Source: an optimization exercise on an open RTL-to-GDS flow (aim: small area). Production flows keep margins and buffers that such runs may drop.
The RTL was checked by simulation tests, not by an equivalence proof against the original design.
Power is estimated from default activity; no workload was simulated.

**design/flow/config.mk**
```make
export PLATFORM = sky130hd
export DESIGN_NAME = stackCalculator
export DESIGN_NICKNAME = stackCalculator
export VERILOG_FILES = /design/flow/design.v
export SDC_FILE = /design/flow/constraint.sdc
export NUM_CORES = 4
export LEC_CHECK = 0
export CAP_MARGIN = 20
export CORE_MARGIN = 2
export CORE_UTILIZATION = 65
export CTS_BUF_LIST = sky130_fd_sc_hd__clkbuf_8
export CTS_CLUSTER_DIAMETER = 45
export CTS_CLUSTER_SIZE = 18
export PLACE_DENSITY = 0.75
export SLEW_MARGIN = 20
```
**design/flow/run.sh**
```bash
#!/bin/bash
# synth_recipe.tcl (not shown) runs the flow's synth.tcl, then flattens the netlist and writes it again
# the make line also repeats each setting of config.mk as NAME=value (left out here)
make -C /OpenROAD-flow-scripts/flow DESIGN_CONFIG=/design/flow/config.mk WORK_HOME=/design/flow/orfs CLKGATE_MAP_FILE= SYNTH_SCRIPT=/design/flow/synth_recipe.tcl finish
```
**design/flow/design.v**
```verilog
`default_nettype none
package stackPkg;
    localparam int DEFAULT_ADDR_WIDTH = 7;    
    localparam int DATA_WIDTH = 8;
    typedef logic [DATA_WIDTH-1:0] dataWord;
endpackage
`default_nettype wire
`default_nettype none
package commandPkg;
    typedef logic [3:0] buttonCode;
    typedef enum logic [2:0] {
        cmdNone,
        cmdPush,      
        cmdPop,       
        cmdAdd,       
        cmdSub,       
        cmdTop,       
        cmdIncAddr,   
        cmdDecAddr    
    } calcCommand;
    localparam buttonCode BTN_RELEASED = 4'b0000;   
    localparam buttonCode BTN_CLEAR    = 4'b1010;   
    localparam buttonCode BTN_PUSH     = 4'b0001;
    localparam buttonCode BTN_POP      = 4'b0010;
    localparam buttonCode BTN_ADD      = 4'b0101;
    localparam buttonCode BTN_SUB      = 4'b0110;
    localparam buttonCode BTN_TOP      = 4'b1001;
    localparam buttonCode BTN_DEC_ADDR = 4'b1110;
    localparam buttonCode BTN_INC_ADDR = 4'b1101;
    typedef enum logic [3:0] {
        stIdle,
        stPushWrite,       
        stReadFirst,       
        stCaptureFirst,    
        stClearFirst,      
        stReadSecond,      
        stCaptureSecond,   
        stWriteResult,     
        stPopWrite         
    } seqState;
endpackage
`default_nettype wire
`default_nettype none
module stackMemory
(
    input  wire logic         CLK,
    input  wire logic [7:0]   tapWe,      
    input  wire logic [7:0]   wrData,     
    output logic [7:0][7:0]   tapRd       
);
    logic [7:0][15:0][7:0] ring;
    logic [7:0][15:0][7:0] ringNext;
    always_comb
    begin
        for (int r = 0; r < 8; r++)
        begin
            tapRd[r]       = ring[r][15];
            ringNext[r][0] = tapWe[r] ? wrData : ring[r][15];
            for (int s = 1; s < 16; s++)
                ringNext[r][s] = ring[r][s - 1];
        end
    end
    always_ff @(posedge CLK)
    begin
        ring <= ringNext;
    end
endmodule
`default_nettype wire
`default_nettype none
import stackPkg::*;
import commandPkg::*;
module stackCalculator
(
    input  wire logic      CLK,
    input  wire logic      rst,
    input  commandPkg::buttonCode      buttons,
    input  stackPkg::dataWord        switches,
    output logic [7:0]     leds,
    output stackPkg::dataWord        displayValue
);
    localparam logic [1:0] K_PUSH = 2'd0;    
    localparam logic [1:0] K_SHOW = 2'd1;    
    localparam logic [1:0] K_ADD  = 2'd2;    
    localparam logic [1:0] K_SUB  = 2'd3;    
    logic [3:0] phase;         
    logic       armed;
    logic [6:0] top;           
    logic [6:0] da;
    stackPkg::dataWord dv;     
    logic       pendZ;         
    logic       pendD;         
    logic       sFirst;        
    logic [1:0] kind;
    logic isPush, isPop, isAdd, isSub, isTop, isInc, isDec, isClear, isCmd, fire;
    assign isPush  = (buttons == BTN_PUSH);
    assign isPop   = (buttons == BTN_POP);
    assign isAdd   = (buttons == BTN_ADD);
    assign isSub   = (buttons == BTN_SUB);
    assign isTop   = (buttons == BTN_TOP);
    assign isInc   = (buttons == BTN_INC_ADDR);
    assign isDec   = (buttons == BTN_DEC_ADDR);
    assign isClear = (buttons == BTN_CLEAR);
    assign isCmd   = isPush | isPop | isAdd | isSub | isTop | isInc | isDec;
    assign fire    = armed & isCmd;
    logic empty, canCombine;
    assign empty      = (top == 7'd0);
    assign canCombine = (top != 7'd0) && (top != 7'h7F);
    logic [6:0] topM1, topP1, daM1, daP1;
    assign topM1 = top - 7'd1;
    assign topP1 = top + 7'd1;
    assign daM1  = da - 7'd1;
    assign daP1  = da + 7'd1;
    logic [3:0] g, h;
    assign g = phase - top[3:0];
    assign h = phase - da[3:0];
    logic gM1, g0, gP1, hM1, h0, hP1;
    assign gM1 = (g == 4'hF);
    assign g0  = (g == 4'h0);
    assign gP1 = (g == 4'h1);
    assign hM1 = (h == 4'hF);
    assign h0  = (h == 4'h0);
    assign hP1 = (h == 4'h1);
    logic [2:0] tapF, tapE;
    assign tapF = gM1 ? topM1[6:4] : (gP1 ? topP1[6:4] : top[6:4]);
    assign tapE = hM1 ? daM1[6:4] : (hP1 ? daP1[6:4] : da[6:4]);
    logic       useE;
    logic [2:0] tap;
    logic [7:0][7:0] tapRd;
    stackPkg::dataWord rd;
    assign tap = useE ? tapE : tapF;
    assign rd  = tapRd[tap];
    logic isSubK;
    stackPkg::dataWord sum, result, capt;
    assign isSubK = (kind == K_SUB);
    assign sum    = rd + dv + {7'd0, isSubK && !sFirst};     
    assign result = (isSubK && sFirst) ? ~sum : sum;         
    logic [6:0] topN, daN;
    logic       pendZN, pendDN, sFirstN, armedN;
    logic [1:0] kindN;
    stackPkg::dataWord dvN;
    logic       we;
    stackPkg::dataWord wrData;
    always_comb
    begin
        topN    = top;
        daN     = da;
        pendZN  = pendZ;
        pendDN  = pendD;
        sFirstN = sFirst;
        kindN   = kind;
        dvN     = dv;
        armedN  = armed;
        we      = 1'b0;
        wrData  = '0;
        useE    = 1'b0;
        if (buttons == BTN_RELEASED)
            armedN = 1'b1;
        else if (isCmd)
            armedN = 1'b0;
        if (fire)
        begin
            pendZN  = 1'b0;
            pendDN  = 1'b0;
            sFirstN = 1'b0;
            useE    = isInc || isDec;
            if (isPush)
            begin
                topN   = topM1;
                daN    = topM1;
                dvN    = switches;
                kindN  = K_PUSH;
                we     = gM1;
                wrData = switches;
                pendDN = !gM1;
            end
            else if ((isPop && !empty) || ((isAdd || isSub) && canCombine))
            begin
                topN   = topP1;
                daN    = topP1;
                kindN  = isAdd ? K_ADD : (isSub ? K_SUB : K_SHOW);
                we     = g0;
                pendZN = !g0;
                pendDN = !gP1;
                if (g0 && !isPop)
                    dvN = isSub ? ~rd : rd;              
                if (gP1)
                begin
                    if (isPop)
                        dvN = rd;
                    else
                    begin
                        dvN     = isSub ? ~rd : rd;      
                        sFirstN = 1'b1;
                        pendDN  = 1'b1;
                    end
                end
            end
            else if (isTop)
            begin
                daN    = top;
                kindN  = K_SHOW;
                pendDN = !g0;
                if (g0)
                    dvN = rd;
            end
            else if (isInc || isDec)
            begin
                daN    = isInc ? daP1 : daM1;
                kindN  = K_SHOW;
                pendDN = !(isInc ? hP1 : hM1);
                if (isInc ? hP1 : hM1)
                    dvN = rd;
            end
        end
        else if (pendZ && gM1)
        begin
            we     = 1'b1;
            pendZN = 1'b0;
            if (kind[1])
                dvN = sFirst ? result : (isSubK ? ~rd : rd);
        end
        else if (pendD && h0)
        begin
            useE = 1'b1;
            case (kind)
                K_PUSH:
                begin
                    we     = 1'b1;
                    wrData = switches;
                    pendDN = 1'b0;
                end
                K_SHOW:
                begin
                    dvN    = rd;
                    pendDN = 1'b0;
                end
                default:
                begin
                    we     = 1'b1;
                    wrData = sFirst ? dv : result;
                    pendDN = 1'b0;
                    if (!sFirst)
                        dvN = result;
                end
            endcase
        end
        if (isClear)
        begin
            topN = '0;
            daN  = '0;
            dvN  = '0;
        end
        if (rst)
        begin
            armedN = 1'b1;
            topN   = '0;
            daN    = '0;
            dvN    = '0;
            pendZN = 1'b0;
            pendDN = 1'b0;
        end
    end
    logic [7:0] tapWe;
    always_comb
    begin
        tapWe = '0;
        tapWe[tap] = we;
    end
    stackMemory i_stackMemory (
        .CLK    (CLK),
        .tapWe  (tapWe),
        .wrData (wrData),
        .tapRd  (tapRd)
    );
    always_ff @(posedge CLK)
    begin
        phase  <= phase + 4'd1;
        armed  <= armedN;
        top    <= topN;
        da     <= daN;
        dv     <= dvN;
        pendZ  <= pendZN;
        pendD  <= pendDN;
        sFirst <= sFirstN;
        kind   <= kindN;
    end
    assign leds         = {empty, da};
    assign displayValue = dv;
endmodule
`default_nettype wire
```
**design/flow/constraint.sdc**
```tcl
create_clock -name core_clock -period 6.0 [get_ports {CLK}]
set_input_delay 1.2000 -clock core_clock [delete_from_list [all_inputs] [get_ports {CLK}]]
set_output_delay 1.2000 -clock core_clock [all_outputs]
set_load 0.01 [all_outputs]
```
==> results of run 1 <==
cells in the final DEF (no fill, tap or decap), types with 19 or more instances in the layout:
cell / instances
buf_4: 62
clkbuf_8: 82
nand2_1: 114
ha_1: 19
o21ai_0: 83
mux2i_1: 59
nand3_1: 28
nor2_1: 71
a21oi_1: 69
xnor2_1: 28
dfxtp_1: 1051
inv_1: 23
clkdlybuf4s50_1: 29
cell usage after synthesis, drive strengths merged, types with 4 or more instances:
master	instances	area share, %
nor3	14	0.32
a22oi	7	0.26
or3	12	0.29
a31oi	6	0.15
mux2i	59	2.3
and2	6	0.15
fa	4	0.31
nand2b	11	0.27
inv	22	0.32
nand4	7	0.17
nor2	74	1.1
xor2	11	0.38
nor2b	5	0.12
and3	6	0.15
o31ai	5	0.20
o21ai	87	1.7
clkbuf	29	0.42
nand2	115	1.7
a21oi	71	1.4
dfxtp	1053	82
nand3	28	0.55
nor4	5	0.12
ha	19	0.93
a211oi	10	0.29
o211ai	10	0.29
o22ai	6	0.15
mux2	14	0.62
xnor2	29	0.99
buf	12	0.32
layer usage:
| metal | global-route usage (%) | up-vias |
|---|---|---|
| met4 | 11.1 | 0 |
| met1 | 29.3 | 5942 |
| li1 | - | 6108 |
| met5 | 0 | - |
| met2 | 39.7 | 255 |
| met3 | 4.08 | 108 |
worst reg2reg max path: stages, from the launching register on:
cell,delay (ns)
dfxtp_1,0.36
inv_1,0.11
ha_1,0.22
fa_1,0.41
xor2_1,0.19
or3_1,0.37
nor3_1,0.24
buf_4,0.19
a311o_1,0.11
nand3_1,0.26
mux2i_1,0.37
inv_2,0.13
buf_12,0.17
mux2i_1,0.12
mux2_2,0.29
ha_1,0.33
o21ai_0,0.12
a21boi_0,0.20
o21ai_1,0.11
a21oi_1,0.24
buf_4,0.19
and3_1,0.21
nor3_4,0.06
buf_12,0.18
or3_1,0.34
nand3_1,0.08
logic make-up (layout without fill, tap and decap cells):
logic type               count (synthesis)  after routing  synth area share, %
flip-flops                            1056           1056                 82.6
AND/OR/NAND/NOR                        297            297                 5.36
AO/OA/AOI/OAI                          230            230                 5.44
multiplexers                            73             73                 2.92
buffers and inverters                   64            220                 1.08
XOR/XNOR                                40             40                 1.37
adder cells (fa/ha/maj)                 23             23                 1.24
timing repair:
item	CTS	global route
hold buffers	0	0
gates resized for setup	0	6
setup buffers	0	3
setup endpoints to repair	0	33
power by group:
group	switching, mW	internal [mW]
clock	2.15	1.31
sequential	0.0183	7.03
combinational	0.137	0.0991
total	2.30	8.43
per-stage QoR:
| step | instance area [um2] | hold slack, ns | std cells | util (%) | power [mW] |
|---|---|---|---|---|---|
| 2_1_floorplan | 25600 | 0.310 | 1783 | - | 7.35 |
| 3_3_place_gp | 26900 | 0.310 | 2351 | 69.2 | 7.43 |
| 3_5_place_dp | 26900 | 0.312 | 2351 | 69.2 | 7.44 |
| 4_1_cts | 28200 | 0.314 | 2453 | 72.7 | 10.8 |
| 5_1_grt | 28300 | 0.319 | 2457 | 72.9 | 11.1 |
| 6_report | 28300 | 0.312 | 2457 | 72.9 | 10.7 |
final timing paths:
check	start	endpoint	slack, ns
setup / recovery	phase[0]	i_stackMemory.ring[263]	0.39
hold / removal	i_stackMemory.ring[929]	i_stackMemory.ring[937]	0.31
setup reg to reg	phase[0]	i_stackMemory.ring[263]	0.39
hold reg to reg	i_stackMemory.ring[929]	i_stackMemory.ring[937]	0.31
final cells by class:
cell class / instances / share of cell area [%]
Clock buffer: 82 / 3.99
Clock inverter: 20 / 0.739
Inverter: 23 / 0.310
Multi-Input combinational cell: 663 / 14.8
Sequential cell: 1056 / 74.8
Tap cell: 518 / 2.29
Timing Repair Buffer: 95 / 2.97
flip-flops by register name (all words and copies together), names as in the netlist:
| register | count |
|---|---|
| pendD | 1 |
| top | 7 |
| da | 7 |
| dv | 8 |
| phase | 4 |
| pendZ | 1 |
| armed | 1 |
| kind | 2 |
| sFirst | 1 |
| i_stackMemory.ring | 1024 |
==> metrics.cfg, run 1 <==
[status]
status = timing/DRC/antenna clean

[worst_hold_path]
hold_path_depth = 0
hp-class = flop to flop

[routing]
vias_per_cell = 5.05
routed_wirelength_um = 46600
drc_errors = 0
ant_nets = 0
drt-wirelength-per-cell_um = 19.0
dr.pass1.iters = 8
drtIter0Drc = 701
wl_met2_um = 22500
wl_met3_um = 1580
wl_met1_um = 20600
via_count = 12413
highest_layer = met4

[setup_path]
path_buf_inv = 6
worstPathRequired_ns = 6.62
slowest_delay_ns = 0.41
worstPathMaxFanout = 10
critPathLaunchType = flop
cp_slowest_cell = fa_1
crit_type = flop to flop
worstPathArrival_ns = 6.23
end_kind = flop
critPathTopFamily = simple AND/OR/NAND/NOR gates
reg2reg_depth = 25
cp.depth = 25

[die]
dieWidth_um = 203
core_um2 = 38800
die-area_um2 = 41000
start_util_pct = 66.0
ios = 30
die_y_um = 203
placementRows = 72

[clock_tree]
clockBufferDepth = 3
cts_sinks = 1056
cts_root_buf = clkbuf_8
htreeDepth = 3
clkTransAtPathRegs_ns = 0.11
cts_made_buffers = 76
worstSkewPairLatency_ns = 0.67
cts_tree = yes

[timing]
fin_crit_ns = 5.61
fin_ws_ns = 0.388
fin_crit_sh_pct = 93.5
worst_pin_slew_ns = 0.826
finalHoldViolations = 0
slew_headroom_pct = 44.9
skew_ns = 0.0363
fmaxAchievable_ghz = 0.178
fin_setup_tns_ns = 0
slew_violations = 0
setup_viol = 0
rsz0062_at_grt = false

[yosys]
synth_edf_count = 3
syn_nets = 1820
synthesis.area_um2 = 25600
ys_ff_latch = 1056
avgSynthCellArea_um2 = 14.4
ys_seq_area_share_pct = 82.6
async_flop_share_pct = 0
yosys_warnings = 2
synthCells = 1783
synthFlopType = dfxtp_1
synth_cell_types = 68

[place]
pre_cts_slack_ns = -0.145
gp_congestion = 0.899
hpwl_um = 29800
portBuffers = 29

[grt]
gr-usage-all-layers_pct = 23.4
grt_pass1_vias = 12975
grt_pass1_wl_um = 72100
grt.overflow.total = 0
grt_max_degree = 30
antenna_found_initial = 0

[power]
leakagePower_nw = 11.4
ir_drop_mv = 0.342
p_per_area_nw_per_um2 = 380

[finish]
syn2layout_area_growth_pct = 10.4
layout.nets = 1952
ff_latch_area_um2 = 21200
diodes = 0
layout-drive-gt1-share_pct = 10.4
n_fill_cell = 2340
multi_input_area_um2 = 4200

[flow_run]
maxCapViolations = 0

==> run 2: changes to the inputs <==
--- a/design/flow/config.mk
+++ b/design/flow/config.mk
@@ -9,7 +9,7 @@
 export CORE_MARGIN = 2
-export CORE_UTILIZATION = 65
+export CORE_UTILIZATION = 40
 export CTS_BUF_LIST = sky130_fd_sc_hd__clkbuf_8
-export CTS_CLUSTER_DIAMETER = 45
+export CTS_CLUSTER_DIAMETER = 50
 export CTS_CLUSTER_SIZE = 18
-export PLACE_DENSITY = 0.75
+export GPL_TIMING_DRIVEN = 0
 export SLEW_MARGIN = 20
==> run 2 against run 1 <==
Net effect:
- still clean on timing, DRC and antenna
- area after synthesis is the same
- final area grew 1.7%
- total power is essentially flat
- clock power is essentially flat
- flip-flop and latch count is the same
- core utilization shrank 27 points
- cell count grew 13%
- count of clock-buffer cells in the layout shrank 1
- register-to-register slack lost 0.13 ns
- routed wire length shrank 10%
==> metrics.cfg, run 2 <==
[clock_tree]
ctsHoldBuffers = 0  ; unchanged
worstSkewPairLatency_ns = 0.68  ; was 0.67 ns
cts_sinks = 1056  ; unchanged
cts_tree = yes  ; unchanged
clockBufferDepth = 3  ; unchanged
clkTransAtPathRegs_ns = 0.10  ; was 0.11 ns
cts_made_buffers = 75  ; was 76
htreeDepth = 3  ; unchanged
cts_root_buf = clkbuf_8  ; unchanged

[power]
ir_drop_mv = 0.292  ; was 0.342 mV
netSwitchingPower_mw = 2.25  ; was 2.30 mW
p_int_mw = 8.49  ; was 8.43 mW
seq_power_share_pct = 65.6  ; about the same
p_per_area_nw_per_um2 = 373  ; was 380 nW/um2
leakagePower_nw = 11.3  ; was 11.4 nW
switching_share_pct = 20.9  ; was 21.5%
power.share.clock_pct = 32.2  ; about the same
power_frac_comb_pct = 2.3  ; was 2.2%

[finish]
syn2layout_area_growth_pct = 12.3  ; was 10.4%
layout.nets = 1943  ; was 1952
multi_input_area_um2 = 4410  ; was 4200 um2
final_common_cell = dfxtp_1  ; unchanged
ff_latch_area_um2 = 21200  ; about the same
layout-drive-gt1-share_pct = 10.6  ; was 10.4%
final_cells = 2779  ; was 2457
largest_reg_flops = 1024  ; unchanged
regMostFlops = i_stackMemory.ring  ; unchanged
n_fill_cell = 5570  ; was 2340
top_regs = i_stackMemory.ring x1024, dv x8  ; unchanged
final_cell_mix = dfxtp_1 (1048), nand2_1 (114), clkbuf_8 (81), nor2_1 (72), o21ai_0 (70)  ; was dfxtp_1 (1051), nand2_1 (114), o21ai_0 (83), clkbuf_8 (82), nor2_1 (71)

[grt]
grt.overflow.total = 0  ; unchanged
grt_max_degree = 19  ; was 30
grtUsageMet1_pct = 18.5  ; was 29.3%
met2_usage_pct = 18.0  ; was 39.7%
grt_util_met3_pct = 3.07  ; was 4.08%
grt.busiest_layer = met1  ; was met2
grt_pass1_vias = 11881  ; was 12975
grt_pass1_wl_um = 65400  ; was 72100 um
gr-usage-all-layers_pct = 12.8  ; was 23.4%
antenna_found_initial = 1  ; was 0

[timing]
slew_headroom_pct = 29.6  ; was 44.9%
rsz0062_at_grt = false  ; unchanged
slew_violations = 0  ; unchanged
fin_crit_sh_pct = 95.8  ; was 93.5%
setup_viol = 0  ; unchanged
fin_crit_ns = 5.75  ; was 5.61 ns
skew_ns = 0.0285  ; was 0.0363 ns
fin_ws_ns = 0.255  ; was 0.388 ns
fmaxAchievable_ghz = 0.174  ; was 0.178 GHz
finalHoldViolations = 0  ; unchanged
worst_pin_slew_ns = 1.05  ; was 0.826 ns

[routing]
drtIter0Drc = 709  ; was 701
ant_nets = 0  ; unchanged
via_count = 12259  ; was 12413
drt-wirelength-per-cell_um = 15.1  ; was 19.0 um
routed_wirelength_um = 41900  ; was 46600 um
dr.pass1.iters = 5  ; was 8
drc_errors = 0  ; unchanged
vias_per_cell = 4.41  ; was 5.05

[setup_path]
reg2reg_depth = 28  ; was 25
critPathTopFamily = compound AO/OA/AOI/OAI gates  ; was simple AND/OR/NAND/NOR gates
worstPathArrival_ns = 6.30  ; was 6.23 ns
worstPathMaxFanout = 10  ; unchanged
worstPathRequired_ns = 6.55  ; was 6.62 ns
path_buf_inv = 8  ; was 6
end_kind = flop  ; unchanged
slowest_delay_ns = 0.43  ; was 0.41 ns
reg2reg_from = top[2]  ; was phase[0]
cp_slowest_cell = or3_1  ; was fa_1
r2r_end = i_stackMemory.ring[262]  ; was i_stackMemory.ring[263]
r2r_setup_slack_ns = 0.25  ; was 0.39 ns
critPathLaunchType = flop  ; unchanged
crit_type = flop to flop  ; unchanged
crit_start = top[2]  ; was phase[0]
crit_top_cell = mux2i_2

[place]
hpwl_um = 27200  ; was 29800 um
pre_cts_slack_ns = -1.94  ; was -0.145 ns
portBuffers = 28  ; was 29
place_inst = 2658  ; was 2351
gp_congestion = 0.841  ; was 0.899

[yosys]
avgSynthCellArea_um2 = 14.4  ; unchanged
ys_ff_latch = 1056  ; unchanged
syn_nets = 1820  ; unchanged
synthSimpleGateAreaFrac_pct = 5.36  ; unchanged
yosys-top-cells-count = dfxtp_1 (1053), nand2_1 (115), o21ai_0 (84)  ; unchanged
yosysMostFrequentCell = dfxtp_1  ; unchanged
synth_compound_area_share_pct = 5.44  ; unchanged
synth_cell_types = 68  ; unchanged
synthMuxAreaShare_pct = 2.92  ; unchanged
synth_top_area_share_pct = 82.2  ; unchanged
netlist.top_cell.by_area = dfxtp_1  ; unchanged
ys_seq_area_share_pct = 82.6  ; unchanged
synth_top_family_by_area = compound AO/OA/AOI/OAI gates  ; unchanged
synthCells = 1783  ; unchanged
synthAdderAreaFrac_pct = 1.24  ; unchanged
synthesis.area_um2 = 25600  ; unchanged
async_flop_share_pct = 0  ; unchanged
synthFlopType = dfxtp_1  ; unchanged
synth_area_leaders = dfxtp_1 (82%), mux2i_1 (2.3%), nand2_1 (1.7%)  ; unchanged
yosys_warnings = 2  ; unchanged
synthXorXnorAreaFrac_pct = 1.37  ; unchanged
synth_edf_count = 3  ; unchanged

[die]
start_util_pct = 40.6  ; was 66.0%
dieWidth_um = 257  ; was 203 um
die_y_um = 257  ; was 203 um
core_um2 = 63200  ; was 38800 um2
die-area_um2 = 66100  ; was 41000 um2
ios = 30  ; unchanged
placementRows = 92  ; was 72

[worst_hold_path]
min-delay-start = i_stackMemory.ring[106]  ; was i_stackMemory.ring[929]
min_to = i_stackMemory.ring[114]  ; was i_stackMemory.ring[937]
hp-class = flop to flop  ; unchanged
hold_path_depth = 0  ; unchanged

[status]
status = timing/DRC/antenna clean  ; unchanged

[flow_run]
maxCapViolations = 0  ; unchanged

-- run 2: power groups by stage --
stage               combinational (mW)  sequential (mW)  clock, mW
detailed placement               0.226             7.20          0
CTS                              0.233             7.04       3.61
finish                           0.242             7.04       3.45
global route                     0.264             7.05       3.85
floorplan                        0.149             7.20          0
global placement                 0.224             7.20          0
-- run 2: timing repair --
action / 4_1_cts / 5_1_grt
buffers inserted: 13 / 5
gates resized for setup: 40 / 43
pin swaps: 10 / 7
setup endpoints to repair: 70 / 54
-- run 2: final cells by class --
type                            instances  share of cell area (%)
Clock buffer                           81                    3.87
Timing Repair Buffer                   47                    1.56
Clock inverter                         21                   0.857
Tap cell                              846                    3.68
Inverter                               23                   0.317
Buffer                                 40                   0.778
Antenna cell                            2                  0.0174
Sequential cell                      1056                    73.6
Multi-Input combinational cell        663                    15.3
-- run 2: worst max path at each step --
| stage | endpoint | slack [ns] | cells after the start |
|---|---|---|---|
| global placement | i_stackMemory.ring[517] | -1.88 | 21 |
| CTS | dv[7] | 0.02 | 28 |
| finish | i_stackMemory.ring[262] | 0.25 | 28 |
| global route | i_stackMemory.ring[518] | 0.02 | 29 |
| detailed placement | i_stackMemory.ring[517] | -1.94 | 21 |
| floorplan | i_stackMemory.ring[391] | 0.0006 | 21 |
-- run 2: through the flow --
stage	instance area (um2)	TNS, ns	hold WS, ns	power [mW]	util (%)
floorplan	25600	0	0.310	7.35	-
global placement	27000	-85.18	0.310	7.42	42.7
detailed placement	27000	-90.63	0.312	7.43	42.7
CTS	28600	0	0.316	10.9	45.2
global route	28800	0	0.316	11.2	45.5
finish	28800	0	0.310	10.7	45.5
-- run 2: cells by family after synthesis --
| logic type | count (synthesis) |
|---|---|
| buffers and inverters | 64 |
| multiplexers | 73 |
| adder cells (fa/ha/maj) | 23 |
| AO/OA/AOI/OAI | 230 |
| AND/OR/NAND/NOR | 297 |
| XOR/XNOR | 40 |
| flip-flops | 1056 |
-- run 2: routing by layer --
metal | share of wire [%] | vias to the layer above
met5 | 0 | -
met4 | 3.6 | 0
met3 | 4.5 | 92
met2 | 41 | 240
met1 | 51 | 5809
li1 | - | 6118
==> run 3: changes to the inputs <==
--- a/design/flow/config.mk
+++ b/design/flow/config.mk
@@ -13,3 +13,2 @@
 export CTS_CLUSTER_SIZE = 18
-export GPL_TIMING_DRIVEN = 0
 export SLEW_MARGIN = 20
==> run 3 against run 2 <==
Net effect:
- area after synthesis unchanged
- maximum frequency grew 1.9%
- critical path depth decreased by 3
- sequential share of layout area barely moved
- cell count up 0.50%
- combinational power is 2% lower
- sequential power about the same
- worst hold slack better by 0.0021 ns
- critical path type unchanged
- critical endpoint is now i_stackMemory.ring[132]
- highest routed layer unchanged
==> metrics.cfg, run 3 <==
[status]
status = timing/DRC/antenna clean  ; unchanged

[setup_path]
worstPathArrival_ns = 6.17  ; was 6.30 ns
worstPathRequired_ns = 6.53  ; was 6.55 ns
crit_type = flop to flop  ; unchanged
worstPathMaxFanout = 35  ; was 10
critPathLaunchType = flop  ; unchanged
end_kind = flop  ; unchanged

[yosys]
synth_area_leaders = dfxtp_1 (82%), mux2i_1 (2.3%), nand2_1 (1.7%)  ; unchanged
synth_cell_types = 68  ; unchanged
ys_seq_area_share_pct = 82.6  ; unchanged
yosys_warnings = 2  ; unchanged
ys_ff_latch = 1056  ; unchanged
synthesis.area_um2 = 25600  ; unchanged
netlist.top_cell.by_area = dfxtp_1  ; unchanged
async_flop_share_pct = 0  ; unchanged
yosys-top-cells-count = dfxtp_1 (1053), nand2_1 (115), o21ai_0 (84)  ; unchanged
synthFlopType = dfxtp_1  ; unchanged
syn_nets = 1820  ; unchanged
synthCells = 1783  ; unchanged
synth_top_area_share_pct = 82.2  ; unchanged
yosysMostFrequentCell = dfxtp_1  ; unchanged
synth_edf_count = 3  ; unchanged
avgSynthCellArea_um2 = 14.4  ; unchanged

[clock_tree]
clkTransAtPathRegs_ns = 0.10  ; about the same
cts_root_buf = clkbuf_8  ; unchanged
clockBufferDepth = 3  ; unchanged
cts_sinks = 1056  ; unchanged
worstSkewPairLatency_ns = 0.69  ; was 0.68 ns
htreeDepth = 3  ; unchanged
postCtsSetupBuffers = 0  ; was 13
cts_tree = yes  ; unchanged
cts_made_buffers = 76  ; was 75

[grt]
grt_pass1_vias = 11900  ; was 11881
grt.busiest_layer = met2  ; was met1
grt.overflow.total = 0  ; unchanged
grt_pass1_wl_um = 65500  ; was 65400 um
gr-usage-all-layers_pct = 12.7  ; was 12.8%
grt_max_degree = 36  ; was 19
antenna_found_initial = 1  ; unchanged
met2_usage_pct = 18.5  ; was 18.0%
grtUsageMet1_pct = 18.1  ; was 18.5%
grt_util_met3_pct = 2.96  ; was 3.07%

[finish]
regMostFlops = i_stackMemory.ring  ; unchanged
largest_reg_flops = 1024  ; unchanged
layout.nets = 1955  ; was 1943
syn2layout_area_growth_pct = 12.2  ; was 12.3%
top_regs = i_stackMemory.ring x1024, dv x8  ; unchanged
final_common_cell = dfxtp_1  ; unchanged
final_cell_mix = dfxtp_1 (1052), nand2_1 (114), o21ai_0 (84), clkbuf_8 (81), nor2_1 (72)  ; was dfxtp_1 (1048), nand2_1 (114), clkbuf_8 (81), nor2_1 (72), o21ai_0 (70)
layout-drive-gt1-share_pct = 10.6  ; about the same
finalInstanceArea_um2 = 28800  ; about the same

[die]
die_y_um = 257  ; unchanged
core_um2 = 63200  ; unchanged
die-area_um2 = 66100  ; unchanged
dieWidth_um = 257  ; unchanged
start_util_pct = 40.6  ; unchanged
placementRows = 92  ; unchanged
ios = 30  ; unchanged

[timing]
setup_viol = 0  ; unchanged
holdWs_ns = 0.312  ; was 0.310 ns
fmaxAchievable_ghz = 0.177  ; was 0.174 GHz
fin_setup_tns_ns = 0  ; unchanged
finalHoldViolations = 0  ; unchanged
skew_ns = 0.0412  ; was 0.0285 ns
fin_crit_ns = 5.64  ; was 5.75 ns
slew_violations = 0  ; unchanged
fin_crit_sh_pct = 94.0  ; was 95.8%
worst_pin_slew_ns = 0.891  ; was 1.05 ns
slew_headroom_pct = 40.1  ; was 29.6%

[power]
leakagePower_nw = 11.4  ; was 11.3 nW
ir_drop_mv = 0.227  ; was 0.292 mV
p_per_area_nw_per_um2 = 375  ; was 373 nW/um2

[flow_run]
maxCapViolations = 0  ; unchanged

[routing]
routed_wirelength_um = 41500  ; was 41900 um
drt-wirelength-per-cell_um = 14.9  ; was 15.1 um
dr.pass1.iters = 5  ; unchanged
ant_nets = 0  ; unchanged
drc_errors = 0  ; unchanged
drtIter0Drc = 684  ; was 709
vias_per_cell = 4.39  ; was 4.41
via_count = 12259  ; unchanged

[place]
dpl-instance-area_um2 = 27300  ; was 27000 um2
portBuffers = 29  ; was 28
gp_congestion = 0.852  ; was 0.841
hpwl_um = 26700  ; was 27200 um

[worst_hold_path]
hp-class = flop to flop  ; unchanged

run 3: cell counts after synthesis:
No cell type changed its count.
run 3: through the flow:
stage	setup WS, ns	total power, mW	utilization [%]	instances
6_report	0.362	10.8	45.5	2793
3_5_place_dp	-0.110	7.44	43.3	2686
2_1_floorplan	0.000607	7.35	-	1783
5_1_grt	-0.0407	11.2	45.5	2792
3_3_place_gp	-0.0678	7.44	43.3	2686
4_1_cts	0.162	10.9	45.5	2790
run 3: worst paths after layout:
kind | startpoint | end | slack, ns | cells after the start
hold reg to reg | i_stackMemory.ring[309] | i_stackMemory.ring[317] | 0.31 | 0
hold / removal | i_stackMemory.ring[309] | i_stackMemory.ring[317] | 0.31 | 0
setup / recovery | phase[0] | i_stackMemory.ring[132] | 0.36 | 25
setup reg to reg | phase[0] | i_stackMemory.ring[132] | 0.36 | 25
run 3: timing repair:
action                                 4_1_cts  5_1_grt
hold buffers                                 0        0
resized for setup                            0        5
endpoints found under the hold margin        0        0
setup endpoints to repair                    0       35
run 3: per-layer routing:
layer	share of wire [%]	wire, um
met1	51	21100
met2	42	17400
met3	4.1	1710
met4	3.2	1320
met5	0	0
run 3: final cells by class:
type / instances / area, um2
diodes: 3 / 7.51
clock buffers: 81 / 1110
clock inverters: 23 / 277
fillers: 5539 / 34400
inverters: 23 / 87.6
multi-input cells: 663 / 4220
flip-flops and latches: 1056 / 21200
well taps: 846 / 1060
repair buffers: 98 / 833
run 3: worst max-delay path: stages, from the launching register on:
cell,delay [ns]
dfxtp_1,0.37
inv_1,0.10
ha_1,0.22
fa_1,0.42
xor2_1,0.19
and4_1,0.24
o21ai_1,0.19
o32a_1,0.33
o31ai_4,0.14
a22oi_4,0.27
buf_12,0.29
mux2i_1,0.24
mux2i_1,0.11
mux2i_2,0.27
fa_1,0.25
inv_1,0.06
fa_1,0.40
nand2_1,0.08
nand2_1,0.05
a21oi_1,0.23
xnor2_1,0.19
mux2i_1,0.13
nor2_1,0.13
a21oi_1,0.09
buf_12,0.17
o21ai_0,0.34
run 3: kinds of logic (layout without fill, tap and decap cells):
logic type / count (synthesis) / in the layout / synth area share [%]
adders and majority gates: 23 / 23 / 1.24
AOI/OAI and AO/OA: 230 / 230 / 5.44
buffers and inverters: 64 / 225 / 1.08
other: 0 / 3 / 0
muxes: 73 / 73 / 2.92
xor gates and xnor gates: 40 / 40 / 1.37
and+or+nand+nor: 297 / 297 / 5.36
DFF: 1056 / 1056 / 82.6
run 3: power by group:
part / total, mW / leakage [nW] / internal, mW / switching [mW]
clock network: 3.50 / 0.720 / 1.38 / 2.12
logic: 0.237 / 2.22 / 0.0964 / 0.140
registers: 7.04 / 8.51 / 7.02 / 0.0177
==> run 4: changes to the inputs <==
--- a/design/flow/design.v
+++ b/design/flow/design.v
@@ -107,7 +107,4 @@
     assign canCombine = (top != 7'd0) && (top != 7'h7F);
-    logic [6:0] topM1, topP1, daM1, daP1;
-    assign topM1 = top - 7'd1;
-    assign topP1 = top + 7'd1;
-    assign daM1  = da - 7'd1;
-    assign daP1  = da + 7'd1;
+    logic [6:0] step;
+    assign step = ((isInc || isDec) ? da : top) + ((isPush || isDec) ? 7'h7F : 7'd1);
     logic [3:0] g, h;
@@ -123,4 +120,4 @@
     logic [2:0] tapF, tapE;
-    assign tapF = gM1 ? topM1[6:4] : (gP1 ? topP1[6:4] : top[6:4]);
-    assign tapE = hM1 ? daM1[6:4] : (hP1 ? daP1[6:4] : da[6:4]);
+    assign tapF = top[6:4] + ((gM1 && top[3:0] == 4'h0) ? 3'h7 : {2'd0, gP1 && top[3:0] == 4'hF});
+    assign tapE = da[6:4] + ((hM1 && da[3:0] == 4'h0) ? 3'h7 : {2'd0, hP1 && da[3:0] == 4'hF});
     logic       useE;
@@ -132,3 +129,3 @@
     logic isSubK;
-    stackPkg::dataWord sum, result, capt;
+    stackPkg::dataWord sum, result;
     assign isSubK = (kind == K_SUB);
@@ -167,4 +164,4 @@
             begin
-                topN   = topM1;
-                daN    = topM1;
+                topN   = step;
+                daN    = step;
                 dvN    = switches;
@@ -177,4 +174,4 @@
             begin
-                topN   = topP1;
-                daN    = topP1;
+                topN   = step;
+                daN    = step;
                 kindN  = isAdd ? K_ADD : (isSub ? K_SUB : K_SHOW);
@@ -207,3 +204,3 @@
             begin
-                daN    = isInc ? daP1 : daM1;
+                daN    = step;
                 kindN  = K_SHOW;
==> run 4 against run 3 <==
Net effect:
- worst hold slack gained 0.00061 ns
- area after synthesis shrank 1.8%
- clock skew rose by 0.0036 ns
- routed wire length shrank 4.1%
- sequential power is 3.1% higher
- largest power group unchanged
- die area down 1.8%
- flip-flop and latch count did not move
==> metrics.cfg, run 4 <==
[setup_path]
reg2reg_from = phase[0]  ; unchanged
worstPathRequired_ns = 6.55  ; was 6.53 ns
crit_top_cell = inv_2
worstPathArrival_ns = 6.45  ; was 6.17 ns
cp_slowest_cell = fa_2  ; was fa_1
worstPathMaxFanout = 8  ; was 35
slowest_delay_ns = 0.54  ; was 0.42 ns
critPathLaunchType = flop  ; unchanged
path_buf_inv = 6  ; was 4
crit_type = flop to flop  ; unchanged
critPathTopFamily = adder cells  ; was compound AO/OA/AOI/OAI gates
end_kind = flop  ; unchanged
crit_start = phase[0]  ; unchanged

[place]
dpl-instance-area_um2 = 27000  ; was 27300 um2
portBuffers = 29  ; unchanged
gp_congestion = 0.842  ; was 0.852
hpwl_um = 26100  ; was 26700 um

[clock_tree]
ctsHoldBuffers = 0  ; unchanged
clockBufferDepth = 3  ; unchanged
clkTransAtPathRegs_ns = 0.10  ; about the same
cts_sinks = 1056  ; unchanged
worstSkewPairLatency_ns = 0.69  ; about the same
cts_root_buf = clkbuf_8  ; unchanged
htreeDepth = 3  ; unchanged
cts_tree = yes  ; unchanged
cts_made_buffers = 78  ; was 76

[yosys]
synthMuxAreaShare_pct = 2.60  ; was 2.92%
avgSynthCellArea_um2 = 14.9  ; was 14.4 um2
syn_nets = 1728  ; was 1820
synthXorXnorAreaFrac_pct = 1.11  ; was 1.37%
ys_ff_latch = 1056  ; unchanged
synthSimpleGateAreaFrac_pct = 4.53  ; was 5.36%
yosys-top-cells-count = dfxtp_1 (1053), nand2_1 (96), o21ai_0 (77)  ; was dfxtp_1 (1053), nand2_1 (115), o21ai_0 (84)
synthAdderAreaFrac_pct = 1.60  ; was 1.24%
synthesis.area_um2 = 25200  ; was 25600 um2
ys_seq_area_share_pct = 84.1  ; was 82.6%
yosysMostFrequentCell = dfxtp_1  ; unchanged
netlist.top_cell.by_area = dfxtp_1  ; unchanged
synth_top_area_share_pct = 83.8  ; was 82.2%
synth_edf_count = 3  ; unchanged
synthFlopType = dfxtp_1  ; unchanged
yosys_warnings = 2  ; unchanged
async_flop_share_pct = 0  ; unchanged
synthCells = 1686  ; was 1783
synth_area_leaders = dfxtp_1 (84%), mux2i_1 (2.1%), o21ai_0 (1.5%)  ; was dfxtp_1 (82%), mux2i_1 (2.3%), nand2_1 (1.7%)
synth_top_family_by_area = compound AO/OA/AOI/OAI gates  ; unchanged
synth_compound_area_share_pct = 4.97  ; was 5.44%
synth_cell_types = 64  ; was 68

[grt]
antenna_found_initial = 2  ; was 1
grt_max_degree = 22  ; was 36
grt.overflow.total = 0  ; unchanged
gr-usage-all-layers_pct = 12.3  ; was 12.7%
grt_pass1_vias = 11003  ; was 11900
grt_pass1_wl_um = 60600  ; was 65500 um

[routing]
vias_per_cell = 4.29  ; was 4.39
drc_errors = 0  ; unchanged
drtIter0Drc = 591  ; was 684
dr.pass1.iters = 5  ; unchanged
ant_nets = 0  ; unchanged
routed_wirelength_um = 39800  ; was 41500 um
drt-wirelength-per-cell_um = 14.6  ; was 14.9 um
via_count = 11712  ; was 12259

[finish]
top_regs = i_stackMemory.ring x1024, dv x8  ; unchanged
layout-drive-gt1-share_pct = 14.4  ; was 10.6%
regMostFlops = i_stackMemory.ring  ; unchanged
syn2layout_area_growth_pct = 14.6  ; was 12.2%
layout.nets = 1898  ; was 1955
final_common_cell = dfxtp_1  ; unchanged
largest_reg_flops = 1024  ; unchanged
final_cell_mix = dfxtp_1 (1050), nand2_1 (96), clkbuf_8 (86), buf_4 (83), nor2_1 (59)  ; was dfxtp_1 (1052), nand2_1 (114), o21ai_0 (84), clkbuf_8 (81), nor2_1 (72)
finalInstanceArea_um2 = 28800  ; about the same

[die]
core_um2 = 61900  ; was 63200 um2
start_util_pct = 40.6  ; about the same
ios = 30  ; unchanged
placementRows = 91  ; was 92
die_y_um = 255  ; was 257 um
dieWidth_um = 255  ; was 257 um
die-area_um2 = 64900  ; was 66100 um2

[power]
switching_share_pct = 21.3  ; was 21.1%
ir_drop_mv = 0.174  ; was 0.227 mV
p_per_area_nw_per_um2 = 390  ; was 375 nW/um2
seq_power_share_pct = 64.6  ; was 65.4%
leakagePower_nw = 11.6  ; was 11.4 nW
power_frac_comb_pct = 3.2  ; was 2.2%
netSwitchingPower_mw = 2.40  ; was 2.28 mW
power.share.clock_pct = 32.2  ; was 32.4%
p_int_mw = 8.85  ; was 8.50 mW

[timing]
slew_violations = 0  ; unchanged
setup_viol = 0  ; unchanged
fin_crit_sh_pct = 98.3  ; was 94.0%
rsz0062_at_grt = true
skew_ns = 0.0448  ; was 0.0412 ns
fmaxAchievable_ghz = 0.170  ; was 0.177 GHz
holdWs_ns = 0.312  ; about the same
slew_headroom_pct = 35.2  ; was 40.1%
fin_crit_ns = 5.90  ; was 5.64 ns
worst_pin_slew_ns = 0.971  ; was 0.891 ns
finalHoldViolations = 0  ; unchanged

[flow_run]
maxCapViolations = 0  ; unchanged

[worst_hold_path]
hp-class = flop to flop  ; unchanged
min-delay-start = i_stackMemory.ring[351]  ; was i_stackMemory.ring[309]

[status]
status = timing/DRC/antenna clean  ; unchanged

==> run 4: cell count changes after synthesis, sizes merged, moves of 9 or more <==
| cell | previous run | this run |
|---|---|---|
| a21oi | 71 | 56 |
| inv | 22 | 33 |
| nor2 | 74 | 59 |
| or3 | 12 | 3 |
| clkbuf | 29 | 20 |
| nand3 | 28 | 13 |
| nand2 | 115 | 96 |
==> run 4: layout make-up <==
type | count | area, um2
Timing Repair Buffer | 119 | 1030
Multi-Input combinational cell | 568 | 3960
Clock inverter | 31 | 330
Sequential cell | 1056 | 21200
Fill cell | 5452 | 33100
Antenna cell | 1 | 2.50
Inverter | 33 | 124
Clock buffer | 86 | 1180
Tap cell | 837 | 1050
==> run 4: cells by family (layout without fill, tap and decap cells) <==
group,Yosys count,in the layout
DFF,1056,1056
muxes,64,64
buffers and inverters,62,269
adders and majority gates,28,28
and+or+nand+nor,240,240
other,0,1
xor gates and xnor gates,32,32
AOI/OAI and AO/OA,204,204
==> run 4: worst paths after layout <==
path                                                end  slack [ns]  cells past startpoint
worst max-delay path              i_stackMemory.ring[7]        0.10                     27
worst min-delay path            i_stackMemory.ring[359]        0.31                      0
worst max register to register    i_stackMemory.ring[7]        0.10                     27
worst min register to register  i_stackMemory.ring[359]        0.31                      0
==> run 4: per-stage QoR <==
| step | TNS, ns | utilization [%] | std cells | total power [mW] | setup slack, ns |
|---|---|---|---|---|---|
| 2_1_floorplan | 0 | - | 1686 | 7.59 | 0.0264 |
| 3_3_place_gp | 0 | 43.6 | 2602 | 7.75 | 0.0184 |
| 3_5_place_dp | -0.325 | 43.6 | 2602 | 7.76 | -0.0724 |
| 4_1_cts | 0 | 46.0 | 2720 | 11.4 | 0.00367 |
| 5_1_grt | -2.05 | 46.6 | 2730 | 11.7 | -0.150 |
| 6_report | 0 | 46.6 | 2731 | 11.3 | 0.103 |
==> run 4: power by group through the flow <==
stage | sequential, mW | combinational (mW) | clock, mW
3_5_place_dp | 7.43 | 0.327 | 0
3_3_place_gp | 7.42 | 0.326 | 0
2_1_floorplan | 7.40 | 0.190 | 0
4_1_cts | 7.27 | 0.331 | 3.78
6_report | 7.26 | 0.359 | 3.63
5_1_grt | 7.29 | 0.390 | 4.05
==> run 4: worst reg2reg max path, cell delays in order, from the launching register on <==
cell and delay [ns]:
dfxtp_2 0.33, inv_2 0.09, ha_4 0.15, inv_2 0.04, fa_2 0.54, and3b_1 0.18
or4b_4 0.47, o21ai_2 0.07, ha_2 0.18, inv_2 0.04, fa_2 0.37, xnor2_2 0.23
xnor2_2 0.11, mux2i_4 0.31, buf_8 0.21, buf_12 0.12, clkbuf_16 0.16, mux2i_1 0.22
a22oi_1 0.10, and3_2 0.24, ha_4 0.29, a21boi_2 0.16, o21ai_2 0.09, a21o_1 0.21
nor3_1 0.29, nor4_2 0.12, o21ai_4 0.31, a31oi_1 0.14
==> run 4: timing repair <==
item	CTS	global route
pin swaps	2	33
setup endpoints to repair	19	57
cloned	0	1
setup buffers	1	9
resized for setup	4	71
==> run 4: layer usage <==
| layer | routed length, um | track usage (%) | vias to the layer above | part of all wire, % |
|---|---|---|---|---|
| li1 | - | - | 5848 | - |
| met1 | 19800 | 17.4 | 5522 | 50 |
| met2 | 16700 | 18.2 | 256 | 42 |
| met3 | 2180 | 2.81 | 86 | 5.5 |
| met4 | 1200 | 5.33 | 0 | 3.0 |
| met5 | 0 | 0 | - | 0 |
==> run 5: changes to the inputs <==
==> design/flow/flow/run.sh (new file) <==
#!/bin/bash
# The standard layout (standard.sh, unchanged synthesis), with two changes:
# clock tree synthesis without dummy loads, and power recovery (downsizing of
# gates off the critical paths) after global routing.
set -euo pipefail
export CTS_ARGS="-sink_clustering_enable -repair_clock_nets -dont_use_dummy_load -sink_clustering_size 18 -sink_clustering_max_diameter 50 -buf_list sky130_fd_sc_hd__clkbuf_8"
export RECOVER_POWER=100
bash standard.sh > standard.log 2>&1
==> design/flow/standard.sh (new file) <==
#!/bin/bash
# synth_recipe.tcl (not shown) runs the flow's synth.tcl, then flattens the netlist and writes it again
# the make line also repeats each setting of config.mk as NAME=value (left out here)
make -C /OpenROAD-flow-scripts/flow DESIGN_CONFIG=/design/flow/config.mk WORK_HOME=/design/flow/orfs CLKGATE_MAP_FILE= SYNTH_SCRIPT=/design/flow/synth_recipe.tcl "${@:-finish}"
removed: design/flow/run.sh
==> run 5 against run 4 <==
Net effect:
- sequential power hardly changed
- register-to-register slack gained 0.03 ns
- critical endpoint is now dv[7]
- critical path depth up 2
- count of clock-buffer cells in the layout down 8
- first-iteration DRC count increased by 15%
- worst hold slack got worse by 0.029 ns
- clock skew increased by 0.067 ns
- core utilization fell by 0.77 points
- routed wire length fell by 1.1%
- via count fell by 1.7%
- synthesized cell count is the same
==> metrics.cfg, run 5 <==
[finish]
ff_latch_area_um2 = 21200  ; unchanged
finalInstanceArea_um2 = 28400  ; was 28800 um2
syn2layout_area_growth_pct = 12.7  ; was 14.6%
regMostFlops = i_stackMemory.ring  ; unchanged
final_cell_mix = dfxtp_1 (1050), nand2_1 (96), buf_4 (83), clkbuf_8 (78), o21ai_0 (62)  ; was dfxtp_1 (1050), nand2_1 (96), clkbuf_8 (86), buf_4 (83), nor2_1 (59)
utilization_pct = 45.8  ; was 46.6%
top_regs = i_stackMemory.ring x1024, dv x8  ; unchanged
multi_input_area_um2 = 3950  ; was 3960 um2
n_fill_cell = 5465  ; was 5452
final_common_cell = dfxtp_1  ; unchanged
final_cells = 2690  ; was 2731
layout.nets = 1896  ; was 1898
largest_reg_flops = 1024  ; unchanged
layout-drive-gt1-share_pct = 12.6  ; was 14.4%

[clock_tree]
cts_made_buffers = 78  ; unchanged
htreeDepth = 3  ; unchanged
ctsHoldBuffers = 0  ; unchanged
clockBufferDepth = 3  ; unchanged
clkTransAtPathRegs_ns = 0.09  ; was 0.10 ns
cts_root_buf = clkbuf_8  ; unchanged
worstSkewPairLatency_ns = 0.68  ; was 0.69 ns
cts_sinks = 1056  ; unchanged
cts_tree = yes  ; unchanged

[routing]
ant_nets = 0  ; unchanged
vias_per_cell = 4.28  ; was 4.29
routed_wirelength_um = 39400  ; was 39800 um
drt-wirelength-per-cell_um = 14.6  ; about the same
dr.pass1.iters = 5  ; unchanged
drc_errors = 0  ; unchanged
via_count = 11518  ; was 11712
drtIter0Drc = 682  ; was 591

[grt]
grt_pass1_wl_um = 60200  ; was 60600 um
grt_max_degree = 22  ; unchanged
gr-usage-all-layers_pct = 12.3  ; about the same
grt.overflow.total = 0  ; unchanged
antenna_found_initial = 2  ; unchanged
grt_pass1_vias = 10914  ; was 11003

[place]
gp_congestion = 0.842  ; unchanged
hpwl_um = 26100  ; unchanged
place_inst = 2602  ; unchanged
dpl-instance-area_um2 = 27000  ; unchanged
portBuffers = 29  ; unchanged

[timing]
fin_crit_ns = 5.87  ; was 5.90 ns
finalHoldViolations = 0  ; unchanged
rsz0062_at_grt = true  ; unchanged
skew_ns = 0.111  ; was 0.0448 ns
fin_crit_sh_pct = 97.8  ; was 98.3%
fmaxAchievable_ghz = 0.170  ; about the same
slew_violations = 0  ; unchanged
slew_headroom_pct = 36.8  ; was 35.2%
worst_pin_slew_ns = 0.948  ; was 0.971 ns
setup_viol = 0  ; unchanged

[setup_path]
crit_type = flop to flop  ; unchanged
end_kind = flop  ; unchanged
r2r_end = dv[7]  ; was i_stackMemory.ring[7]
crit_top_cell = o21ai_2  ; was inv_2
crit_start = phase[0]  ; unchanged
worstPathRequired_ns = 6.46  ; was 6.55 ns
endpoint = dv[7]  ; was i_stackMemory.ring[7]
slowest_delay_ns = 0.54  ; about the same
cp_slowest_cell = fa_2  ; unchanged
r2r_setup_slack_ns = 0.13  ; was 0.10 ns
reg2reg_depth = 29  ; was 27
critPathLaunchType = flop  ; unchanged
worstPathMaxFanout = 4  ; was 8
reg2reg_from = phase[0]  ; unchanged
worstPathArrival_ns = 6.33  ; was 6.45 ns

[yosys]
yosys-top-cells-count = dfxtp_1 (1053), nand2_1 (96), o21ai_0 (77)  ; unchanged
synthCells = 1686  ; unchanged
avgSynthCellArea_um2 = 14.9  ; unchanged
synthesis.area_um2 = 25200  ; unchanged
yosysMostFrequentCell = dfxtp_1  ; unchanged
synth_area_leaders = dfxtp_1 (84%), mux2i_1 (2.1%), o21ai_0 (1.5%)  ; unchanged
ys_seq_area_share_pct = 84.1  ; unchanged
synth_edf_count = 3  ; unchanged
async_flop_share_pct = 0  ; unchanged
yosys_warnings = 2  ; unchanged
ys_ff_latch = 1056  ; unchanged
synth_top_area_share_pct = 83.8  ; unchanged
netlist.top_cell.by_area = dfxtp_1  ; unchanged
synth_cell_types = 64  ; unchanged
synthFlopType = dfxtp_1  ; unchanged
syn_nets = 1728  ; unchanged

[die]
start_util_pct = 40.6  ; unchanged
ios = 30  ; unchanged
core_um2 = 61900  ; unchanged
placementRows = 91  ; unchanged
die_y_um = 255  ; unchanged
die-area_um2 = 64900  ; unchanged
dieWidth_um = 255  ; unchanged

[power]
total_power_mw = 10.7  ; was 11.3 mW
ir_drop_mv = 0.162  ; was 0.174 mV
p_per_area_nw_per_um2 = 377  ; was 390 nW/um2
leakagePower_nw = 11.3  ; was 11.6 nW

[worst_hold_path]
hp-class = flop to flop  ; unchanged
min-delay-start = i_stackMemory.ring[951]  ; was i_stackMemory.ring[351]

[status]
status = timing/DRC/antenna clean  ; unchanged

[flow_run]
maxCapViolations = 0  ; unchanged

[run 5: kinds of logic (layout without fill, tap and decap cells)]
kind of cell	after synthesis	after routing	synth area share, %
AND/OR/NAND/NOR	240	240	4.53
XOR/XNOR	32	32	1.11
multiplexers	64	64	2.60
AO/OA/AOI/OAI	204	204	4.97
adder cells (fa/ha/maj)	28	28	1.60
buffers and inverters	62	228	1.07
other	0	1	0
flip-flops	1056	1056	84.1
[run 5: worst max-delay path: cells and delay by family, from the launching register on]
family | cells | cell delay (ns)
simple gates | 4 | 0.87
fa+ha+maj | 5 | 1.54
xor+xnor | 3 | 0.50
mux | 3 | 0.88
compound gates | 10 | 1.28
flops | 1 | 0.32
buf+inv | 4 | 0.31
[run 5: final cells by class]
class,instances,area share [%]
tap,837,3.69
clock buffer,78,3.78
sequential,1056,74.6
timing repair buffer,117,3.51
antenna,1,0.00882
multi-input combinational,568,13.9
inverter,33,0.437
[run 5: timing repair]
action	4_1_cts	5_1_grt
buffers inserted	1	7
endpoints found under the setup margin	10	52
gates cloned	0	1
pin swaps	2	32
gates resized for setup	4	66
[run 5: metrics by stage]
| step | hold WS (ns) | setup slack (ns) | setup TNS, ns |
|---|---|---|---|
| final | 0.283 | 0.131 | 0 |
| after global routing | 0.272 | -0.126 | -1.27 |
| after detailed placement | 0.312 | -0.0724 | -0.325 |
| after floorplan | 0.310 | 0.0264 | 0 |
| after global placement | 0.310 | 0.0184 | 0 |
| after CTS | 0.281 | 0.00136 | 0 |
[run 5: report_power, final]
part / leakage [nW] / internal (mW) / total [mW] / switching (mW)
logic: 2.21 / 0.175 / 0.357 / 0.182
registers: 8.56 / 7.21 / 7.26 / 0.0586
clock network: 0.561 / 1.17 / 3.07 / 1.91
[run 5: worst min-delay path by stage]
stage | end | cells after the start
6_report | i_stackMemory.ring[959] | 0
5_1_grt | i_stackMemory.ring[959] | 0
4_1_cts | i_stackMemory.ring[959] | 0
3_5_place_dp | i_stackMemory.ring[166] | 0
3_3_place_gp | i_stackMemory.ring[418] | 0
2_1_floorplan | i_stackMemory.ring[1000] | 0
[run 5: metal layers]
metal	vias to the layer above	GRT usage, %	part of all wire, %
li1	5792	-	-
met1	5434	17.3	50
met2	212	18.1	42
met3	80	2.75	5.0
met4	0	5.26	2.8
met5	-	0	0
==> run 6: changes to the inputs <==
--- a/design/flow/design.v
+++ b/design/flow/design.v
@@ -109,15 +109,27 @@
     assign step = ((isInc || isDec) ? da : top) + ((isPush || isDec) ? 7'h7F : 7'd1);
-    logic [3:0] g, h;
-    assign g = phase - top[3:0];
-    assign h = phase - da[3:0];
+    logic [3:0] phaseNext, topLoP1, daLoP1;
+    assign phaseNext = phase + 4'd1;
+    assign topLoP1   = top[3:0] + 4'd1;
+    assign daLoP1    = da[3:0] + 4'd1;
     logic gM1, g0, gP1, hM1, h0, hP1;
-    assign gM1 = (g == 4'hF);
-    assign g0  = (g == 4'h0);
-    assign gP1 = (g == 4'h1);
-    assign hM1 = (h == 4'hF);
-    assign h0  = (h == 4'h0);
-    assign hP1 = (h == 4'h1);
+    assign gM1 = (phaseNext == top[3:0]);      
+    assign g0  = (phase == top[3:0]);          
+    assign gP1 = (phase == topLoP1);           
+    assign hM1 = (phaseNext == da[3:0]);       
+    assign h0  = (phase == da[3:0]);           
+    assign hP1 = (phase == daLoP1);            
     logic [2:0] tapF, tapE;
-    assign tapF = top[6:4] + ((gM1 && top[3:0] == 4'h0) ? 3'h7 : {2'd0, gP1 && top[3:0] == 4'hF});
-    assign tapE = da[6:4] + ((hM1 && da[3:0] == 4'h0) ? 3'h7 : {2'd0, hP1 && da[3:0] == 4'hF});
+    always_comb
+    begin
+        tapF = top[6:4];
+        if (gM1 && top[3:0] == 4'h0)
+            tapF = top[6:4] - 3'd1;
+        else if (gP1 && top[3:0] == 4'hF)
+            tapF = top[6:4] + 3'd1;
+        tapE = da[6:4];
+        if (hM1 && da[3:0] == 4'h0)
+            tapE = da[6:4] - 3'd1;
+        else if (hP1 && da[3:0] == 4'hF)
+            tapE = da[6:4] + 3'd1;
+    end
     logic       useE;
@@ -211,4 +223,5 @@
         end
-        else if (pendZ && gM1)
-        begin
+        else if (pendZ && hM1)
+        begin
+            useE   = 1'b1;
             we     = 1'b1;
@@ -273,3 +286,3 @@
     begin
-        phase  <= phase + 4'd1;
+        phase  <= phaseNext;
         armed  <= armedN;
==> run 6 against run 5 <==
Net effect:
- clock power about the same
- final area increased by 0.11%
- via count increased by 7.1%
- die area increased by 1.9%
- still clean
- critical endpoint is now i_stackMemory.ring[7]
- combinational power decreased by 23%
- largest power group unchanged
- worst hold slack got worse by 0.034 ns
- sequential share of layout area decreased by 0.099 points
- maximum frequency increased by 4.9%
==> metrics.cfg, run 6 <==
[routing]
drt-wirelength-per-cell_um = 15.8  ; was 14.6 um
drc_errors = 0  ; unchanged
routed_wirelength_um = 43800  ; was 39400 um
ant_nets = 0  ; unchanged
vias_per_cell = 4.44  ; was 4.28
wl_met1_um = 22100  ; was 19700 um
dr.pass1.iters = 5  ; unchanged
drtIter0Drc = 737  ; was 682
wl_met3_um = 2490  ; was 1960 um
via_count = 12334  ; was 11518
highest_layer = met5  ; was met4
wl_met2_um = 17800  ; was 16600 um

[setup_path]
crit_type = primary input to flop  ; was flop to flop
worstPathMaxFanout = 8  ; was 4
critPathLaunchType = primary input  ; was flop
worstPathRequired_ns = 6.53  ; was 6.46 ns
end_kind = flop  ; unchanged
worstPathArrival_ns = 6.13  ; was 6.33 ns

[clock_tree]
clkTransAtPathRegs_ns = 0.10  ; was 0.09 ns
cts_root_buf = clkbuf_8  ; unchanged
ctsHoldBuffers = 0  ; unchanged
htreeDepth = 3  ; unchanged
clockBufferDepth = 3  ; unchanged
worstSkewPairLatency_ns = 0.69  ; was 0.68 ns
cts_resized = 0  ; was 4
cts_made_buffers = 79  ; was 78
cts_sinks = 1056  ; unchanged
cts_tree = yes  ; unchanged
postCtsSetupBuffers = 0  ; was 1

[yosys]
synthCells = 1795  ; was 1686
synth_top_area_share_pct = 82.2  ; was 83.8%
yosys-top-cells-count = dfxtp_1 (1053), nand2_1 (144), o21ai_0 (101)  ; was dfxtp_1 (1053), nand2_1 (96), o21ai_0 (77)
synth_edf_count = 3  ; unchanged
yosysMostFrequentCell = dfxtp_1  ; unchanged
syn_nets = 1835  ; was 1728
yosys_warnings = 2  ; unchanged
synth_cell_types = 75  ; was 64
netlist.top_cell.by_area = dfxtp_1  ; unchanged
ys_ff_latch = 1056  ; unchanged
synth_area_leaders = dfxtp_1 (82%), nand2_1 (2.1%), o21ai_0 (2.0%)  ; was dfxtp_1 (84%), mux2i_1 (2.1%), o21ai_0 (1.5%)
synthFlopType = dfxtp_1  ; unchanged
async_flop_share_pct = 0  ; unchanged
ys_seq_area_share_pct = 82.5  ; was 84.1%
synthesis.area_um2 = 25600  ; was 25200 um2
avgSynthCellArea_um2 = 14.3  ; was 14.9 um2

[place]
portBuffers = 29  ; unchanged
gp_congestion = 0.850  ; was 0.842
hpwl_um = 29700  ; was 26100 um

[finish]
final_common_cell = dfxtp_1  ; unchanged
regMostFlops = i_stackMemory.ring  ; unchanged
syn2layout_area_growth_pct = 10.7  ; was 12.7%
layout.nets = 1971  ; was 1896
utilization_pct = 44.9  ; was 45.8%
n_fill_cell = 5608  ; was 5465
final_cell_mix = dfxtp_1 (1053), nand2_1 (144), o21ai_0 (101), clkbuf_8 (79), nor2_1 (63)  ; was dfxtp_1 (1050), nand2_1 (96), buf_4 (83), clkbuf_8 (78), o21ai_0 (62)
largest_reg_flops = 1024  ; unchanged
layout-drive-gt1-share_pct = 8.29  ; was 12.6%
top_regs = i_stackMemory.ring x1024, dv x8  ; unchanged

[power]
p_per_area_nw_per_um2 = 368  ; was 377 nW/um2
leakagePower_nw = 11.0  ; was 11.3 nW
ir_drop_mv = 0.233  ; was 0.162 mV
total_power_mw = 10.4  ; was 10.7 mW

[die]
die_y_um = 257  ; was 255 um
dieWidth_um = 257  ; was 255 um
placementRows = 92  ; was 91
start_util_pct = 40.6  ; about the same
die-area_um2 = 66200  ; was 64900 um2
ios = 30  ; unchanged
core_um2 = 63200  ; was 61900 um2

[worst_hold_path]
hp-class = flop to flop  ; unchanged

[timing]
fmaxAchievable_ghz = 0.179  ; was 0.170 GHz
worst_pin_slew_ns = 1.30  ; was 0.948 ns
rsz0062_at_grt = false  ; was true
fin_crit_sh_pct = 93.2  ; was 97.8%
slew_violations = 0  ; unchanged
slew_headroom_pct = 12.5  ; was 36.8%
fin_crit_ns = 5.59  ; was 5.87 ns
setup_viol = 0  ; unchanged
skew_ns = 0.102  ; was 0.111 ns
finalHoldViolations = 0  ; unchanged

[grt]
antenna_found_initial = 3  ; was 2
grt_pass1_wl_um = 67500  ; was 60200 um
gr-usage-all-layers_pct = 13.4  ; was 12.3%
grt.overflow.total = 0  ; unchanged
grt_pass1_vias = 11972  ; was 10914
grt_max_degree = 19  ; was 22

[flow_run]
maxCapViolations = 0  ; unchanged

[status]
status = timing/DRC/antenna clean  ; unchanged

run 6: through the flow:
stage / area, um2 / hold slack [ns] / worst slack [ns] / TNS [ns] / instances
after CTS: 28500 / 0.249 / 0.327 / 0 / 2775
final: 28400 / 0.249 / 0.406 / 0 / 2777
after floorplan: 25600 / 0.310 / 0.269 / 0 / 1795
after global routing: 28400 / 0.246 / 0.0123 / 0 / 2777
after global placement: 27400 / 0.309 / -0.0206 / -0.0313 / 2696
after detailed placement: 27400 / 0.312 / -0.175 / -2.21 / 2696
run 6: power breakdown:
part	switching, mW	internal [mW]
clock network	1.90	1.18
logic	0.160	0.115
registers	0.0254	7.06
run 6: final cells by class:
cell class                 instances  area (um2)  share of cell area [%]
tap                              846        1060                    3.73
clock buffer                      79        1090                    3.83
multi-input combinational        659        4160                    14.6
timing repair buffer              99         788                    2.78
antenna                            2        5.00                  0.0176
sequential                      1056       21200                    74.5
inverter                          36         135                   0.476
run 6: per-layer routing:
| layer | track usage [%] | up-vias |
|---|---|---|
| met4 | 5.78 | 2 |
| met2 | 19.2 | 316 |
| met3 | 3.30 | 102 |
| li1 | - | 6121 |
| met1 | 19.1 | 5793 |
| met5 | 0 | - |
run 6: logic make-up (layout without fill, tap and decap cells):
kind of cell | Yosys count | in the layout | share of synthesized area (%)
adders and majority gates | 26 | 26 | 1.36
xor gates and xnor gates | 45 | 45 | 1.65
DFF | 1056 | 1056 | 82.5
other | 0 | 2 | 0
muxes | 44 | 44 | 1.75
and+or+nand+nor | 298 | 298 | 5.32
AOI/OAI and AO/OA | 246 | 246 | 6.09
buffers and inverters | 80 | 214 | 1.29
run 6: worst paths after layout:
path | from | end | slack (ns) | cells past startpoint
hold / removal | i_stackMemory.ring[786] | i_stackMemory.ring[794] | 0.25 | 0
setup reg to reg | top[0] | i_stackMemory.ring[7] | 0.46 | 21
setup / recovery | buttons[2] | i_stackMemory.ring[7] | 0.41 | 21
hold reg to reg | i_stackMemory.ring[786] | i_stackMemory.ring[794] | 0.25 | 0
run 6: critical path, cell delays in order:
cell,delay [ns]
dlygate4sd3_1,0.56
nor2b_1,0.17
o21ai_1,0.17
a22oi_1,0.35
a21boi_2,0.14
o32ai_4,0.40
buf_12,0.18
mux2i_1,0.21
a32oi_1,0.06
and3_1,0.21
ha_1,0.27
nor2b_1,0.13
o21ai_0,0.22
a21oi_1,0.12
o21ai_0,0.22
a21oi_1,0.14
or2_2,0.31
or4_1,0.43
and3_1,0.23
o21ai_4,0.26
a31oi_2,0.13

-- afterwards: timing with drivers on the ports --
Ports are ideal in the flow. The routed layouts listed here were re-timed in OpenROAD.
Step 1 (the two cells are an assumption about what drives the block):
set clk [get_ports {CLK}]
set_driving_cell -lib_cell sky130_fd_sc_hd__clkbuf_16 $clk
set_driving_cell -lib_cell sky130_fd_sc_hd__buf_2 [delete_from_list [all_inputs] $clk]
Step 2 also shifts input and output timing later by t, the mid clock arrival at the registers, as if the neighbouring blocks saw the same clock.
Slacks: no drivers / after step 1 / after step 2; pairs: no drivers / after step 1.
run | t, ns | setup slack, ns | hold slack, ns
run 1 | 0.709 | 0.388 / 0.388 / -0.033 | 0.312 / 0.312 / 0.312
run 2 | 0.718 | 0.255 / 0.255 / -0.367 | 0.310 / 0.310 / 0.310
run 3 | 0.722 | 0.362 / 0.362 / -0.028 | 0.312 / 0.312 / 0.312
run 4 | 0.724 | 0.103 / 0.103 / 0.103 | 0.312 / 0.312 / 0.312
run 5 | 0.675 | 0.131 / 0.131 / 0.085 | 0.283 / 0.283 / 0.283
run 6 | 0.696 | 0.406 / 0.439 / -0.257 | 0.249 / 0.249 / 0.249
Met with ideal ports but missed after step 2: setup timing in run 1, run 2, run 3 and run 6. The setup slack of run 6, which loses most, moves by +0.033 ns with the drivers and by -0.663 ns with both steps.
